This design comes from an exercise in tuning for small area and a short achievable clock period on the open sky130 flow, not from production work.
At most, simulation tests tie the RTL to the original design; equivalence was not proved.
Function not checked in runs 2 and 3: the RTL went through the layout flow alone.
Power figures rest on the tool's default switching activity, not on a simulated workload.

## flow/design.v (module list and top-level ports; edited modules follow where they fit)
// module mag_fa: 10 lines
// module fft_mag_sq_frame: 725 lines
module fft_mag_sq_frame
#(
  parameter  int FFT_LEN = 64,
  localparam int IDX_W   = $clog2(FFT_LEN)
) (
  input  logic             aclk,
  input  logic             areset,
  input  logic [31:0]      slave_tdata,
  input  logic             slave_tvalid,
  output logic             slave_tready,
  output logic [31:0]      master_tdata,
  output logic             master_tvalid,
  input  logic             master_tready,
  output logic             master_tlast,
  output logic [IDX_W-1:0] peak_bin,
  output logic [31:0]      peak_mag,
  output logic             peak_valid
);
  // ...
==> flow/flow/run.sh <==
#!/bin/bash
set -euo pipefail
bash standard.sh "BUFFER_PORTS_ARGS=-buffer_cell sky130_fd_sc_hd__buf_1" finish > standard.log 2>&1
==> flow/standard.sh <==
#!/bin/bash
# synth_recipe.tcl (not shown) runs the flow's synth.tcl, then flattens the netlist and writes it again
# the make line also repeats each setting of config.mk as NAME=value (left out here)
make -C /OpenROAD-flow-scripts/flow DESIGN_CONFIG=/design/flow/config.mk WORK_HOME=/design/flow/orfs CLKGATE_MAP_FILE= SYNTH_SCRIPT=/design/flow/synth_recipe.tcl "${@:-finish}"
==> flow/config.mk <==
export PLATFORM = sky130hd
export DESIGN_NAME = fft_mag_sq_frame
export DESIGN_NICKNAME = fft_mag_sq_frame
export VERILOG_FILES = /design/flow/design.v
export SDC_FILE = /design/flow/constraint.sdc
export NUM_CORES = 4
export LEC_CHECK = 0
export ABC_CLOCK_PERIOD_IN_PS = 3500
export CAP_MARGIN = 20
export CORE_MARGIN = 2
export CORE_UTILIZATION = 40
export SETUP_SLACK_MARGIN = 3.2
export SLEW_MARGIN = 20
export SYNTH_HIERARCHICAL = 1
export SYNTH_MINIMUM_KEEP_SIZE = 0
==> flow/constraint.sdc <==
create_clock -name core_clock -period 7.0 [get_ports {aclk}]
set_input_delay 1.4000 -clock core_clock [delete_from_list [all_inputs] [get_ports {aclk}]]
set_output_delay 1.4000 -clock core_clock [all_outputs]
set_load 0.01 [all_outputs]
==> metrics.cfg, run 1 <==
[run_status]
outcome=complete, no violations

[yosys]
yosys.area_share.adder_pct=31.25
synth_top_cell_area_share_pct=38.76
yosysWarningCount=7
synth_mux_area_share_pct=0.6708
postSynthCellCount=1281

[cells_and_area]
multi_input_cells=893
final_cells=1939
drive_gt1_share_pct=8.193
multi_input_area_share_pct=48.76
fin_util_pct=45.84
final_common_cell=nand2_1
fin_area_um2=17150

[placed_design]
dpl_cell_area_um2=15980

[critical_path]
r2r_start=s1_re_r[13]
crit_type=register to register
rr_endpoint=s2_row0_r[19]
crit_family=adder cells
critPathMaxFanout=4
critPathCapture=s2_row0_r[19]
cpPeakStageDelay_ns=0.52

[power]
p_int_uw=4173
ir_drop_v=0.0002123
p_clk_uw=1170
leakagePower_uw=0.006282

[floorplanning]
die_h_um=198.3

[routing]
routed_wl_um=33860
routed.top_layer=met4
wl_met2_um=14940
ant_nets=0

[sta]
finalClockSkew_ns=0.009100
timing.final.crit_share_pct=53.06
drv_slew=0
whs_ns=0.4964
slew_headroom_pct=28.47

[global_routing]
use_met1_pct=24.92

[job]
maxCapViolations=0

==> inputs of run 2 (changes only) <==
--- a/flow/design.v
+++ b/flow/design.v
@@ -27,61 +27,28 @@
   output logic             master_tlast,
   output logic [IDX_W-1:0] peak_bin,
   output logic [31:0]      peak_mag,
   output logic             peak_valid
 );
   localparam logic [IDX_W-1:0] LAST_IDX = IDX_W'(FFT_LEN - 1);
   logic             en_s, hs_s, first_s, last_s, upd_s;
   logic [15:0]      re_s, im_s, re_abs_s, im_abs_s;
-  logic [31:0]      row0_s, row1_s, sum_s, mag_s;
+  logic [31:0]      sum_s, mag_s;
   logic [15:0]      tree_a_s, tree_b_s;
-  logic [31:0]      tree_row0_s, tree_row1_s;
-  logic             tree_cin_s;
   logic             s1_valid_r, s2_valid_r, s3_valid_r;
   logic [15:0]      s1_re_r, s1_im_r;
   logic [31:0]      s3_mag_r;
-  logic [31:0]      s2_row0_r;
-  logic [31:8]      s2_row1_r;
-  logic             s2_cin_r;
   logic [IDX_W-1:0] bin_cnt_r;
   logic [31:0]      run_max_r, peak_mag_r;
   logic [IDX_W-1:0] run_bin_r, peak_bin_r;
   logic             peak_valid_r;
-  assign en_s         = master_tready;
-  assign slave_tready = master_tready;
-  assign re_s     = slave_tdata[15:0];
-  assign im_s     = slave_tdata[31:16];
-  assign re_abs_s = re_s[15] ? (~re_s + 16'd1) : re_s;
-  assign im_abs_s = im_s[15] ? (~im_s + 16'd1) : im_s;
-  always_ff @(posedge aclk) begin
-    if (areset) begin
-      s1_valid_r <= 1'b0;
-      s2_valid_r <= 1'b0;
-      s3_valid_r <= 1'b0;
-    end else if (en_s) begin
-      s1_valid_r <= slave_tvalid;
-      s2_valid_r <= s1_valid_r;
-      s3_valid_r <= s2_valid_r;
-    end
-  end
-  always_ff @(posedge aclk) begin
-    if (en_s) begin
-      s1_re_r   <= re_abs_s;
-      s1_im_r   <= im_abs_s;
-      s2_row0_r <= row0_s;
-      s2_row1_r <= row1_s[31:8];
-      s2_cin_r  <= tree_cin_s;
-      s3_mag_r  <= sum_s;
-    end
-  end
   assign tree_a_s = s1_re_r;
   assign tree_b_s = s1_im_r;
-  assign row0_s   = tree_row0_s;
-  assign row1_s   = tree_row1_s;
+  logic [69:0] tree_bits_s, s2_bits_r;
   wire ppa_0_1 = ~(tree_a_s[0] & tree_a_s[1]);
   wire ppa_0_2 = ~(tree_a_s[0] & tree_a_s[2]);
   wire ppa_0_3 = ~(tree_a_s[0] & tree_a_s[3]);
   wire ppa_0_4 = ~(tree_a_s[0] & tree_a_s[4]);
   wire ppa_0_5 = ~(tree_a_s[0] & tree_a_s[5]);
   wire ppa_0_6 = ~(tree_a_s[0] & tree_a_s[6]);
   wire ppa_0_7 = ~(tree_a_s[0] & tree_a_s[7]);
   wire ppa_0_8 = ~(tree_a_s[0] & tree_a_s[8]);
@@ -648,63 +615,84 @@
   wire fa179_s, fa179_c;
   mag_fa u_fa179 (.a(fa151_c), .b(fa113_s), .c(fa152_s), .s(fa179_s), .co(fa179_c));
   wire fa180_s, fa180_c;
   mag_fa u_fa180 (.a(fa115_s), .b(fa152_c), .c(fa153_s), .s(fa180_s), .co(fa180_c));
   wire fa181_s, fa181_c;
   mag_fa u_fa181 (.a(fa117_s), .b(fa153_c), .c(fa154_s), .s(fa181_s), .co(fa181_c));
   wire fa182_s, fa182_c;
   mag_fa u_fa182 (.a(fa119_s), .b(fa154_c), .c(fa155_s), .s(fa182_s), .co(fa182_c));
-  wire fa183_s, fa183_c;
-  mag_fa u_fa183 (.a(fa155_c), .b(fa121_s), .c(fa156_s), .s(fa183_s), .co(fa183_c));
-  wire fa184_s, fa184_c;
-  mag_fa u_fa184 (.a(fa123_s), .b(fa156_c), .c(fa157_s), .s(fa184_s), .co(fa184_c));
-  wire fa185_s, fa185_c;
-  mag_fa u_fa185 (.a(fa123_c), .b(fa157_c), .c(fa158_s), .s(fa185_s), .co(fa185_c));
-  wire fa186_s, fa186_c;
-  mag_fa u_fa186 (.a(fa127_s), .b(fa158_c), .c(fa159_s), .s(fa186_s), .co(fa186_c));
-  wire fa187_s, fa187_c;
-  mag_fa u_fa187 (.a(fa127_c), .b(fa159_c), .c(fa160_s), .s(fa187_s), .co(fa187_c));
-  wire fa188_s, fa188_c;
-  mag_fa u_fa188 (.a(fa129_c), .b(fa161_s), .c(fa160_c), .s(fa188_s), .co(fa188_c));
-  wire fa189_s, fa189_c;
-  mag_fa u_fa189 (.a(fa131_c), .b(fa162_s), .c(fa161_c), .s(fa189_s), .co(fa189_c));
-  wire fa190_s, fa190_c;
-  mag_fa u_fa190 (.a(fa135_s), .b(fa163_s), .c(fa162_c), .s(fa190_s), .co(fa190_c));
-  wire fa191_s, fa191_c;
-  mag_fa u_fa191 (.a(fa137_s), .b(fa163_c), .c(fa164_s), .s(fa191_s), .co(fa191_c));
-  wire fa192_s, fa192_c;
-  mag_fa u_fa192 (.a(fa137_c), .b(fa165_s), .c(fa164_c), .s(fa192_s), .co(fa192_c));
-  wire fa193_s, fa193_c;
-  mag_fa u_fa193 (.a(fa139_c), .b(fa165_c), .c(fa166_s), .s(fa193_s), .co(fa193_c));
-  wire fa194_s, fa194_c;
-  mag_fa u_fa194 (.a(fa141_c), .b(fa167_s), .c(fa166_c), .s(fa194_s), .co(fa194_c));
-  wire fa195_s, fa195_c;
-  mag_fa u_fa195 (.a(fa143_c), .b(fa168_s), .c(fa167_c), .s(fa195_s), .co(fa195_c));
-  wire fa196_s, fa196_c;
-  mag_fa u_fa196 (.a(ppb_13_14), .b(fa169_s), .c(fa168_c), .s(fa196_s), .co(fa196_c));
-  wire lo0_s = ~(~tree_a_s[0] ^ ~tree_b_s[0]);
-  wire lo0_c = ~tree_a_s[0] | ~tree_b_s[0];
-  wire lo2_s = ~(ha170_s ^ ha144_s);
-  wire lo2_c = ha170_s | ha144_s;
-  wire lo3_s, lo3_c;
-  mag_fa u_lo3 (.a(fa171_s), .b(ha170_c), .c(lo2_c), .s(lo3_s), .co(lo3_c));
-  wire lo4_s, lo4_c;
-  mag_fa u_lo4 (.a(fa172_s), .b(fa171_c), .c(lo3_c), .s(lo4_s), .co(lo4_c));
-  wire lo5_s, lo5_c;
-  mag_fa u_lo5 (.a(fa173_s), .b(fa172_c), .c(lo4_c), .s(lo5_s), .co(lo5_c));
-  wire lo6_s, lo6_c;
-  mag_fa u_lo6 (.a(fa174_s), .b(fa173_c), .c(lo5_c), .s(lo6_s), .co(lo6_c));
-  wire lo7_s, lo7_c;
-  mag_fa u_lo7 (.a(fa175_s), .b(fa174_c), .c(lo6_c), .s(lo7_s), .co(lo7_c));
-  assign tree_row0_s = {1'b1, ~tree_a_s[15], fa169_c, fa196_s, fa195_s, fa194_s, fa193_s, fa192_s, fa191_s, fa190_s, fa189_s, fa188_s, fa187_s, fa186_s, fa185_s, fa184_s, fa183_s, fa182_s, fa181_s, fa180_s, fa179_s, fa178_s, fa177_s, fa176_s, lo7_s, lo6_s, lo5_s, lo4_s, lo3_s, lo2_s, lo0_c, lo0_s};
-  assign tree_row1_s = {1'b1, ~tree_b_s[15], fa196_c, fa195_c, fa194_c, fa193_c, fa192_c, fa191_c, fa190_c, fa189_c, fa188_c, fa187_c, fa186_c, fa185_c, fa184_c, fa183_c, fa182_c, fa181_c, fa180_c, fa179_c, fa178_c, fa177_c, fa176_c, fa175_c, 1'b1, 1'b1, 1'b1, 1'b1, 1'b1, 1'b1, 1'b1, 1'b1};
-  assign tree_cin_s = lo7_c;
-  assign sum_s[7:0]  = ~s2_row0_r[7:0];
-  assign sum_s[31:8] = ~(s2_row0_r[31:8] + s2_row1_r + 24'(s2_cin_r));
+  wire lo183_s = ~(~tree_a_s[0] ^ ~tree_b_s[0]);
+  wire lo183_c = ~tree_a_s[0] | ~tree_b_s[0];
+  wire lo184_s = ~(ha170_s ^ ha144_s);
+  wire lo184_c = ha170_s | ha144_s;
+  wire lo185_s, lo185_c;
+  mag_fa u_lo185 (.a(fa171_s), .b(ha170_c), .c(lo184_c), .s(lo185_s), .co(lo185_c));
+  wire lo186_s, lo186_c;
+  mag_fa u_lo186 (.a(fa172_s), .b(fa171_c), .c(lo185_c), .s(lo186_s), .co(lo186_c));
+  wire lo187_s, lo187_c;
+  mag_fa u_lo187 (.a(fa173_s), .b(fa172_c), .c(lo186_c), .s(lo187_s), .co(lo187_c));
+  wire lo188_s, lo188_c;
+  mag_fa u_lo188 (.a(fa174_s), .b(fa173_c), .c(lo187_c), .s(lo188_s), .co(lo188_c));
+  assign tree_bits_s = {lo188_c, ~tree_b_s[15], ~tree_a_s[15], fa169_c, fa168_c, fa169_s, ppb_13_14, fa167_c, fa168_s, fa143_c, fa166_c, fa167_s, fa141_c, fa166_s, fa165_c, fa139_c, fa164_c, fa165_s, fa137_c, fa164_s, fa163_c, fa137_s, fa162_c, fa163_s, fa135_s, fa161_c, fa162_s, fa131_c, fa160_c, fa161_s, fa129_c, fa160_s, fa159_c, fa127_c, fa159_s, fa158_c, fa127_s, fa158_s, fa157_c, fa123_c, fa157_s, fa156_c, fa123_s, fa182_c, fa156_s, fa121_s, fa155_c, fa181_c, fa182_s, fa180_c, fa181_s, fa179_c, fa180_s, fa178_c, fa179_s, fa177_c, fa178_s, fa176_c, fa177_s, fa175_c, fa176_s, fa174_c, fa175_s, lo188_s, lo187_s, lo186_s, lo185_s, lo184_s, lo183_c, lo183_s};
+  assign en_s         = master_tready;
+  assign slave_tready = master_tready;
+  assign re_s     = slave_tdata[15:0];
+  assign im_s     = slave_tdata[31:16];
+  assign re_abs_s = re_s[15] ? (~re_s + 16'd1) : re_s;
+  assign im_abs_s = im_s[15] ? (~im_s + 16'd1) : im_s;
+  always_ff @(posedge aclk) begin
+    if (areset) begin
+      s1_valid_r <= 1'b0;
+      s2_valid_r <= 1'b0;
+      s3_valid_r <= 1'b0;
+    end else if (en_s) begin
+      s1_valid_r <= slave_tvalid;
+      s2_valid_r <= s1_valid_r;
+      s3_valid_r <= s2_valid_r;
+    end
+  end
+  always_ff @(posedge aclk) begin
+    if (en_s) begin
+      s1_re_r   <= re_abs_s;
+      s1_im_r   <= im_abs_s;
+      s2_bits_r <= tree_bits_s;
+      s3_mag_r  <= sum_s;
+    end
+  end
+  wire pf189_s, pf189_c;
+  mag_fa u_pf189 (.a(s2_bits_r[23]), .b(s2_bits_r[24]), .c(s2_bits_r[25]), .s(pf189_s), .co(pf189_c));
+  wire pf190_s, pf190_c;
+  mag_fa u_pf190 (.a(s2_bits_r[27]), .b(s2_bits_r[28]), .c(s2_bits_r[29]), .s(pf190_s), .co(pf190_c));
+  wire pf191_s, pf191_c;
+  mag_fa u_pf191 (.a(s2_bits_r[30]), .b(s2_bits_r[31]), .c(s2_bits_r[32]), .s(pf191_s), .co(pf191_c));
+  wire pf192_s, pf192_c;
+  mag_fa u_pf192 (.a(s2_bits_r[33]), .b(s2_bits_r[34]), .c(s2_bits_r[35]), .s(pf192_s), .co(pf192_c));
+  wire pf193_s, pf193_c;
+  mag_fa u_pf193 (.a(s2_bits_r[36]), .b(s2_bits_r[37]), .c(s2_bits_r[38]), .s(pf193_s), .co(pf193_c));
+  wire pf194_s, pf194_c;
+  mag_fa u_pf194 (.a(s2_bits_r[39]), .b(s2_bits_r[40]), .c(s2_bits_r[41]), .s(pf194_s), .co(pf194_c));
+  wire pf195_s, pf195_c;
+  mag_fa u_pf195 (.a(s2_bits_r[42]), .b(s2_bits_r[43]), .c(s2_bits_r[44]), .s(pf195_s), .co(pf195_c));
+  wire pf196_s, pf196_c;
+  mag_fa u_pf196 (.a(s2_bits_r[45]), .b(s2_bits_r[46]), .c(s2_bits_r[47]), .s(pf196_s), .co(pf196_c));
+  wire pf197_s, pf197_c;
+  mag_fa u_pf197 (.a(s2_bits_r[48]), .b(s2_bits_r[49]), .c(s2_bits_r[50]), .s(pf197_s), .co(pf197_c));
+  wire pf198_s, pf198_c;
+  mag_fa u_pf198 (.a(s2_bits_r[51]), .b(s2_bits_r[52]), .c(s2_bits_r[53]), .s(pf198_s), .co(pf198_c));
+  wire pf199_s, pf199_c;
+  mag_fa u_pf199 (.a(s2_bits_r[54]), .b(s2_bits_r[55]), .c(s2_bits_r[56]), .s(pf199_s), .co(pf199_c));
+  wire pf200_s, pf200_c;
+  mag_fa u_pf200 (.a(s2_bits_r[57]), .b(s2_bits_r[58]), .c(s2_bits_r[59]), .s(pf200_s), .co(pf200_c));
+  wire pf201_s, pf201_c;
+  mag_fa u_pf201 (.a(s2_bits_r[60]), .b(s2_bits_r[61]), .c(s2_bits_r[62]), .s(pf201_s), .co(pf201_c));
+  wire pf202_s, pf202_c;
+  mag_fa u_pf202 (.a(s2_bits_r[63]), .b(s2_bits_r[64]), .c(s2_bits_r[65]), .s(pf202_s), .co(pf202_c));
+  assign sum_s[6:0] = ~{s2_bits_r[6], s2_bits_r[5], s2_bits_r[4], s2_bits_r[3], s2_bits_r[2], s2_bits_r[1], s2_bits_r[0]};
+  assign sum_s[31:7] = ~({1'b1, s2_bits_r[67], s2_bits_r[66], pf202_s, pf201_s, pf200_s, pf199_s, pf198_s, pf197_s, pf196_s, pf195_s, pf194_s, pf193_s, pf192_s, pf191_s, pf190_s, pf189_s, s2_bits_r[21], s2_bits_r[19], s2_bits_r[17], s2_bits_r[15], s2_bits_r[13], s2_bits_r[11], s2_bits_r[9], s2_bits_r[7]} + {1'b1, s2_bits_r[68], pf202_c, pf201_c, pf200_c, pf199_c, pf198_c, pf197_c, pf196_c, pf195_c, pf194_c, pf193_c, pf192_c, pf191_c, pf190_c, pf189_c, s2_bits_r[26], s2_bits_r[22], s2_bits_r[20], s2_bits_r[18], s2_bits_r[16], s2_bits_r[14], s2_bits_r[12], s2_bits_r[10], s2_bits_r[8]} + 25'(s2_bits_r[69]));
   assign mag_s = s3_mag_r;
   assign hs_s    = s3_valid_r && master_tready;
   assign first_s = (bin_cnt_r == {IDX_W{1'b0}});
   assign last_s  = (bin_cnt_r == LAST_IDX);
   always_ff @(posedge aclk) begin
     if (areset) begin
       bin_cnt_r <= {IDX_W{1'b0}};
     end else if (hs_s) begin
==> flow/config.mk (replaced) <==
export PLATFORM = sky130hd
export DESIGN_NAME = fft_mag_sq_frame
export DESIGN_NICKNAME = fft_mag_sq_frame
export VERILOG_FILES = /design/flow/design.v
export SDC_FILE = /design/flow/constraint.sdc
export NUM_CORES = 4
export LEC_CHECK = 0
export ABC_CLOCK_PERIOD_IN_PS = 3300
export CAP_MARGIN = 20
export CORE_MARGIN = 2
export CORE_UTILIZATION = 40
export CTS_BUF_LIST = sky130_fd_sc_hd__clkbuf_8
export CTS_CLUSTER_DIAMETER = 50
export CTS_CLUSTER_SIZE = 16
export SETUP_SLACK_MARGIN = 3.5
export SLEW_MARGIN = 20
export SYNTH_HIERARCHICAL = 1
export SYNTH_MINIMUM_KEEP_SIZE = 0
==> metrics.cfg, run 2 <==
[yosys]
yosys_register_bits=220
synth_xor_area_share_pct=2.915
yosysSeqAreaShare_pct=43.32
synth_top_cell_area_share_pct=41.98  ; +3.2 points
yosysUniqueCellTypes=51
netlist_area_um2=15020
synth_simple_gate_area_share_pct=9.629
synth_mux_area_share_pct=3.740  ; +3.1 points
synth-compound-area-share_pct=4.915
synth.most_common_cell=nand2_1
synth_area_per_cell_um2=12.77
synth_top_family_by_area=adder cells
synth_nets=1476
yosysWarningCount=7  ; unchanged
synth_edf_count=210
yosys.area_share.adder_pct=31.39  ; +0.13 points
postSynthCellCount=1176  ; -8.2%
synth_ff_type=edfxtp_1
synthTopCellsByArea=edfxtp_1 (42%), fa_1 (25%), ha_1 (6.3%)
synth_top_area_cell=edfxtp_1
synth.top_cells.by_count=nand2_1 (230), edfxtp_1 (210), fa_1 (188), inv_1 (118), ha_1 (76)
synthArstFlopShare_pct=0

[sta]
slew_headroom_pct=50.91  ; +22 points
drv_slew=0  ; unchanged
setup_viol=0
min_period_ns=3.400
fmax_mhz=294.2
fin_setup_tns_ns=0
hold_violations=0
worst_slew_pin_slew_ns=0.7363
timing.final.crit_share_pct=48.56  ; -4.5 points
finalClockSkew_ns=0.02377  ; +0.01467 ns
rsz0062_at_grt=false

[floorplanning]
dieArea_um2=39120
ios=110
rows=70
die_h_um=197.8  ; -0.28%
initial_core_util_pct=40.83
die_w_um=197.8
coreArea_um2=36790

[power]
power.density_nw_per_um2=407.4
ir_drop_v=0.0001931  ; -9.0%
leakagePower_uw=0.006570  ; +4.6%

[clock_network]
cts_root_buf=clkbuf_8
cts-htree-levels=1
clk_latency_ns=0.59
holdBufCountCts=0
clock-sinks=220
cts_tree=built
cts.path.max_buffers=3
path_clk_slew_ns=0.09
cts_made_buffers=28

[routing]
ant_nets=0  ; unchanged
wire_per_inst_um=18.00
first_pass_iters=6
via_per_inst=5.047
drc=0
drt_iter0_drc=542
routed_wl_um=33150  ; -2.1%
num_vias=9292

[critical_path]
crit_type=register to register
cp.arrival_ns=3.71
critPathMaxFanout=7  ; +3
startpoint_type=register
required_ns=7.31
crit_path_end_kind=register

[placed_design]
gp_congestion=0.8732
dpl_cell_area_um2=15890  ; -0.55%
numPortBuffers=109
hpwlAfterDp_um=23460

[cells_and_area]
fillers=3316
fin_area_um2=17110  ; -0.23%
area_growth_pct=13.88
final_common_cell=nand2_1
largest_register_ffs=70
drive_gt1_share_pct=12.60  ; +4.4 points
regMostFlops=s2_bits_r
layout_common_cells=nand2_1 (230), edfxtp_1 (210), fa_1 (188)
num_antenna_cells=0
num-nets-final=1652

[global_routing]
grt_pass1_vias=9905
antenna_found_initial=0
grt_overflow=0
grt_pass1_wl_um=53190
grt_max_degree=59
grtUsageTotal_pct=17.49

[run_status]
outcome=complete, no violations

[worst_hold_path]
hp-class=register to register

[job]
maxCapViolations=0  ; unchanged

run 2: cell types whose count changed in the layout (fill, tap and decap cells not counted), sizes merged, moves of 12 or more:
cell,before,now
a21o,9,24
o311ai,31,0
buf,165,183
xnor2,30,42
o2111ai,34,0
nand2,268,230
mux2,1,34
edfxtp,195,210
run 2: layer usage:
layer | up-vias | share of wire (%) | track usage [%]
met5 | - | 0 | 0
met4 | 0 | 2.7 | 5.904
met3 | 64 | 7.5 | 3.952
met2 | 345 | 46 | 28.05
met1 | 4584 | 44 | 23.57
li1 | 4299 | - | -
run 2: logic make-up after synthesis:
logic type / after synthesis
DFF: 220
xor gates and xnor gates: 50
muxes: 41
buffers and inverters: 157
AOI/OAI and AO/OA: 111
and+or+nand+nor: 333
adders and majority gates: 264
run 2: path summary, 6_finish.rpt:
check | startpoint | to | slack [ns] | cells past startpoint
setup reg to reg | s1_re_r[4] | s2_bits_r[19] | 3.60 | 8
hold reg to reg | bin_cnt_r[4] | run_bin_r[4] | 0.48 | 0
hold / removal | bin_cnt_r[4] | run_bin_r[4] | 0.48 | 0
setup / recovery | s1_re_r[4] | s2_bits_r[19] | 3.60 | 8
run 2: what timing repair did:
item,in CTS,in global routing
gates resized for setup,2,0
endpoints found under the setup margin,57,6
setup buffers,63,8
cloned,1,0
pin swaps,2,0
run 2: per-module statistics from Yosys, one instance, submodules excluded:
module / flops+latches / cells inside / cell area [um2]
fft_mag_sq_frame: 220 / 990 / 11300
mag_fa: 0 / 1 / 20.02
run 2: per-stage QoR:
step	setup WS, ns	instances	total power [uW]	hold slack, ns	utilization, %
finish	3.600	1841	6969	0.4824	46.50
global route	3.513	1841	7605	0.5119	46.50
CTS	3.529	1833	7026	0.4882	46.34
detailed placement	2.994	1718	5911	0.4658	43.19
global placement	3.110	1718	5820	0.4598	43.19
floorplan	3.632	1176	4842	0.4310	-
run 2: worst max-delay path: stages, from the launching register on:
cell and delay [ns]:
edfxtp_1 0.56, buf_4 0.23, and2_1 0.13, ha_1 0.26, inv_1 0.05, fa_1 0.44, fa_1 0.43, fa_1 0.57
fa_1 0.44
run 2: final cells by class:
cell class / count / area, um2 / share of cell area [%]
clock buffer: 29 / 399.1 / 2.333
sequential: 220 / 6506 / 38.04
clock inverter: 22 / 219.0 / 1.280
multi-input combinational: 800 / 7920 / 46.30
inverter: 118 / 442.9 / 2.589
tap: 468 / 585.6 / 3.423
timing repair buffer: 184 / 1032 / 6.035
run 2: report_power, final:
part	leakage [uW]	switching (uW)	internal, uW	total [uW]
Sequential	0.00206	200	2080	2280
Clock	0.000318	539	492	1030
Combinational	0.00419	2010	1650	3660
==> inputs of run 3 (changes only) <==
--- a/flow/config.mk
+++ b/flow/config.mk
@@ -6,5 +6,5 @@
 export NUM_CORES = 4
 export LEC_CHECK = 0
-export ABC_CLOCK_PERIOD_IN_PS = 3300
+export ABC_CLOCK_PERIOD_IN_PS = 3500
 export CAP_MARGIN = 20
 export CORE_MARGIN = 2
@@ -13,5 +13,5 @@
 export CTS_CLUSTER_DIAMETER = 50
 export CTS_CLUSTER_SIZE = 16
-export SETUP_SLACK_MARGIN = 3.5
+export SETUP_SLACK_MARGIN = 3.2
 export SLEW_MARGIN = 20
 export SYNTH_HIERARCHICAL = 1
==> metrics.cfg, run 3 <==
[sta]
whs_ns=0.4707  ; -0.01173 ns
fmax_mhz=277.0  ; -5.9%
fin_setup_tns_ns=0  ; unchanged
rsz0062_at_grt=false
worst_slew_pin_slew_ns=0.7732  ; +0.03683 ns
min_period_ns=3.611  ; +0.2113 ns
finalClockSkew_ns=0.01814  ; -0.005636 ns
timing.final.crit_share_pct=51.58  ; +3.0 points
setup_viol=0  ; unchanged
drv_slew=0  ; unchanged
slew_headroom_pct=48.46  ; -2.5 points
hold_violations=0  ; unchanged

[yosys]
synth.most_common_cell=nand2_1
yosys_register_bits=220  ; unchanged
synth_nets=1476  ; unchanged
postSynthCellCount=1176  ; unchanged
yosysWarningCount=7  ; unchanged
synth.top_cells.by_count=nand2_1 (230), edfxtp_1 (210), fa_1 (188), inv_1 (118), ha_1 (76)
synth_top_cell_area_share_pct=41.98  ; unchanged
netlist_area_um2=15020  ; unchanged
synth_top_area_cell=edfxtp_1
synth_area_per_cell_um2=12.77  ; unchanged
yosysSeqAreaShare_pct=43.32  ; unchanged
synth_ff_type=edfxtp_1
synthArstFlopShare_pct=0  ; unchanged
yosysUniqueCellTypes=51  ; unchanged
synthTopCellsByArea=edfxtp_1 (42%), fa_1 (25%), ha_1 (6.3%)
synth_edf_count=210  ; unchanged

[critical_path]
critPathMaxFanout=15  ; +8
crit_path_end_kind=register
required_ns=7.30  ; about the same
crit_type=register to register
rr_worst_depth=6  ; -2
startpoint_type=register
cpPeakStageDelay_ns=0.77  ; +0.20 ns
crit_path_frequent_cell=fa_1
cp-startpoint=s1_re_r[8]
crit_chain=nand2_1 > fa_1 > fa_1 > fa_1 > fa_1 > fa_1
rrSetupSlack_ns=3.39  ; -0.21 ns
r2r_start=s1_re_r[8]
cp.arrival_ns=3.91  ; +0.20 ns
rr_endpoint=s2_bits_r[19]
critPathCapture=s2_bits_r[19]
cpMaxStageDelayCell=edfxtp_1

[global_routing]
grt_overflow=0  ; unchanged
grtUsageTotal_pct=16.22  ; -1.3 points
antenna_found_initial=0  ; unchanged
grt_pass1_wl_um=49650  ; -6.7%
grt_max_degree=54  ; -8.5%
grt_pass1_vias=9179  ; -7.3%

[worst_hold_path]
holdPathStages=0  ; unchanged
hp-class=register to register

[cells_and_area]
largest_register_ffs=70  ; unchanged
final_cells=1771  ; -3.8%
area_growth_pct=10.35
drive_gt1_share_pct=7.675  ; -4.9 points
layout_common_cells=nand2_1 (230), edfxtp_1 (210), fa_1 (188)
fillers=3373  ; +1.7%
num-nets-final=1582  ; -4.2%
seqCellArea_um2=6506  ; unchanged
fin_util_pct=45.06  ; -1.4 points
multi_input_area_um2=7913  ; about the same
regMostFlops=s2_bits_r
final_common_cell=nand2_1
num_antenna_cells=0  ; unchanged

[placed_design]
hpwlAfterDp_um=23360  ; -0.42%
gp_congestion=0.9030  ; +3.4%
place_inst=1718  ; unchanged
numPortBuffers=109  ; unchanged

[floorplanning]
ios=110  ; unchanged
dieArea_um2=39120  ; unchanged
coreArea_um2=36790  ; unchanged
initial_core_util_pct=40.83  ; unchanged
rows=70  ; unchanged
die_h_um=197.8  ; unchanged
die_w_um=197.8  ; unchanged

[clock_network]
holdBufCountCts=0  ; unchanged
cts_made_buffers=27  ; -3.6%
clock-sinks=220  ; unchanged
cts_root_buf=clkbuf_8
path_clk_slew_ns=0.08  ; about the same
cts_tree=built
clk_latency_ns=0.57  ; -0.02 ns
cts-htree-levels=1  ; unchanged
cts.path.max_buffers=3  ; unchanged

[power]
ir_drop_v=0.0001852  ; -4.1%
power.density_nw_per_um2=415.7  ; +2.0%
leakagePower_uw=0.006242  ; -5.0%

[routing]
wire_per_inst_um=17.50  ; -2.8%
drt_iter0_drc=617  ; +14%
routed_wl_um=31000  ; -6.5%
ant_nets=0  ; unchanged
first_pass_iters=5  ; -1
drc=0  ; unchanged
num_vias=8901  ; -4.2%
via_per_inst=5.026  ; -0.42%

[run_status]
outcome=complete, no violations

[job]
maxCapViolations=0  ; unchanged

[run 3: final cells by class]
cell class | instances | share of cell area (%)
Clock inverter | 22 | 1.676
Inverter | 118 | 2.672
Clock buffer | 28 | 2.325
Sequential cell | 220 | 39.25
Tap cell | 468 | 3.533
Timing Repair Buffer | 116 | 2.808
Multi-Input combinational cell | 799 | 47.74
[run 3: kinds of logic after synthesis]
| logic type | after synthesis | share of synthesized area [%] |
|---|---|---|
| compound gates | 111 | 4.915 |
| xor+xnor | 50 | 2.915 |
| fa+ha+maj | 264 | 31.39 |
| buf+inv | 157 | 4.098 |
| flops | 220 | 43.32 |
| mux | 41 | 3.740 |
| simple gates | 333 | 9.629 |
[run 3: routing by layer]
layer	vias to the layer above	GRT usage (%)	wire, um
met5	-	0	0
met4	0	3.370	476
met3	41	2.981	2411
met2	329	25.69	13980
met1	4374	23.43	14130
li1	4157	-	-
[run 3: report_power, final]
| group | switching (uW) | internal (uW) |
|---|---|---|
| Combinational | 1860 | 1580 |
| Clock | 506 | 580 |
| Sequential | 285 | 2080 |
[run 3: what timing repair did]
| action | 4_1_cts | 5_1_grt |
|---|---|---|
| resized for setup | 0 | 1 |
| setup endpoints to repair | 0 | 39 |
| buffers inserted | 0 | 3 |
[run 3: how the worst min path moves through the flow]
| stage | slack, ns | to | startpoint |
|---|---|---|---|
| 6_report | 0.47 | run_bin_r[4] | bin_cnt_r[4] |
| 5_1_grt | 0.50 | run_bin_r[4] | bin_cnt_r[4] |
| 4_1_cts | 0.47 | run_bin_r[4] | bin_cnt_r[4] |
| 3_5_place_dp | 0.45 | run_bin_r[4] | bin_cnt_r[4] |
| 3_3_place_gp | 0.44 | run_bin_r[4] | bin_cnt_r[4] |
| 2_1_floorplan | 0.43 | run_bin_r[4] | bin_cnt_r[4] |
[run 3: per-stage QoR]
step / setup WS (ns) / total power [uW] / cell area, um2
after detailed placement: 3.235 / 5871 / 15890
after CTS: 3.209 / 6982 / 16550
after global routing: 3.275 / 7519 / 16580
final: 3.389 / 6890 / 16580
after floorplan: 3.347 / 4842 / 15030
after global placement: 3.268 / 5753 / 15890
[run 3: critical path: cells and delay by family (launching register included)]
kind,cells,cell delay [ns]
AND/OR/NAND/NOR,1,0.17
flip-flops,1,0.77
adder cells (fa/ha/maj),5,2.40
[run 3: modules after synthesis, one instance, submodules excluded]
module / flops+latches / area [um2] / cells / times used
mag_fa: 0 / 20.02 / 1 / 186
fft_mag_sq_frame: 220 / 11300 / 990 / 1

port drivers added, routing unchanged:
Ports are ideal in the flow. The routed layouts listed here were re-timed in OpenROAD. Step 1 assumes that a clkbuf_16 drives the clock port and a buf_2 every other input. Step 2, shift: input delay + t, output delay - t, t = (earliest + latest rising clock arrival at the registers) / 2. This alone moves slack from input paths to output paths. a / b / c = ideal / step 1 / step 2; a / b = the first two.
run | t, ns | setup WS [ns] | hold slack, ns
run 1 | 0.567 | 3.286 / 3.286 / 3.286 | 0.496 / 0.496 / 0.496
run 2 | 0.621 | 3.600 / 3.584 / 3.555 | 0.482 / 0.482 / 0.482
run 3 | 0.600 | 3.389 / 3.367 / 3.367 | 0.471 / 0.471 / 0.471
After both steps setup and hold are still met in every run listed. For run 2, which loses most, drivers alone change the setup slack by -0.016 ns; drivers and shift together by -0.045 ns.
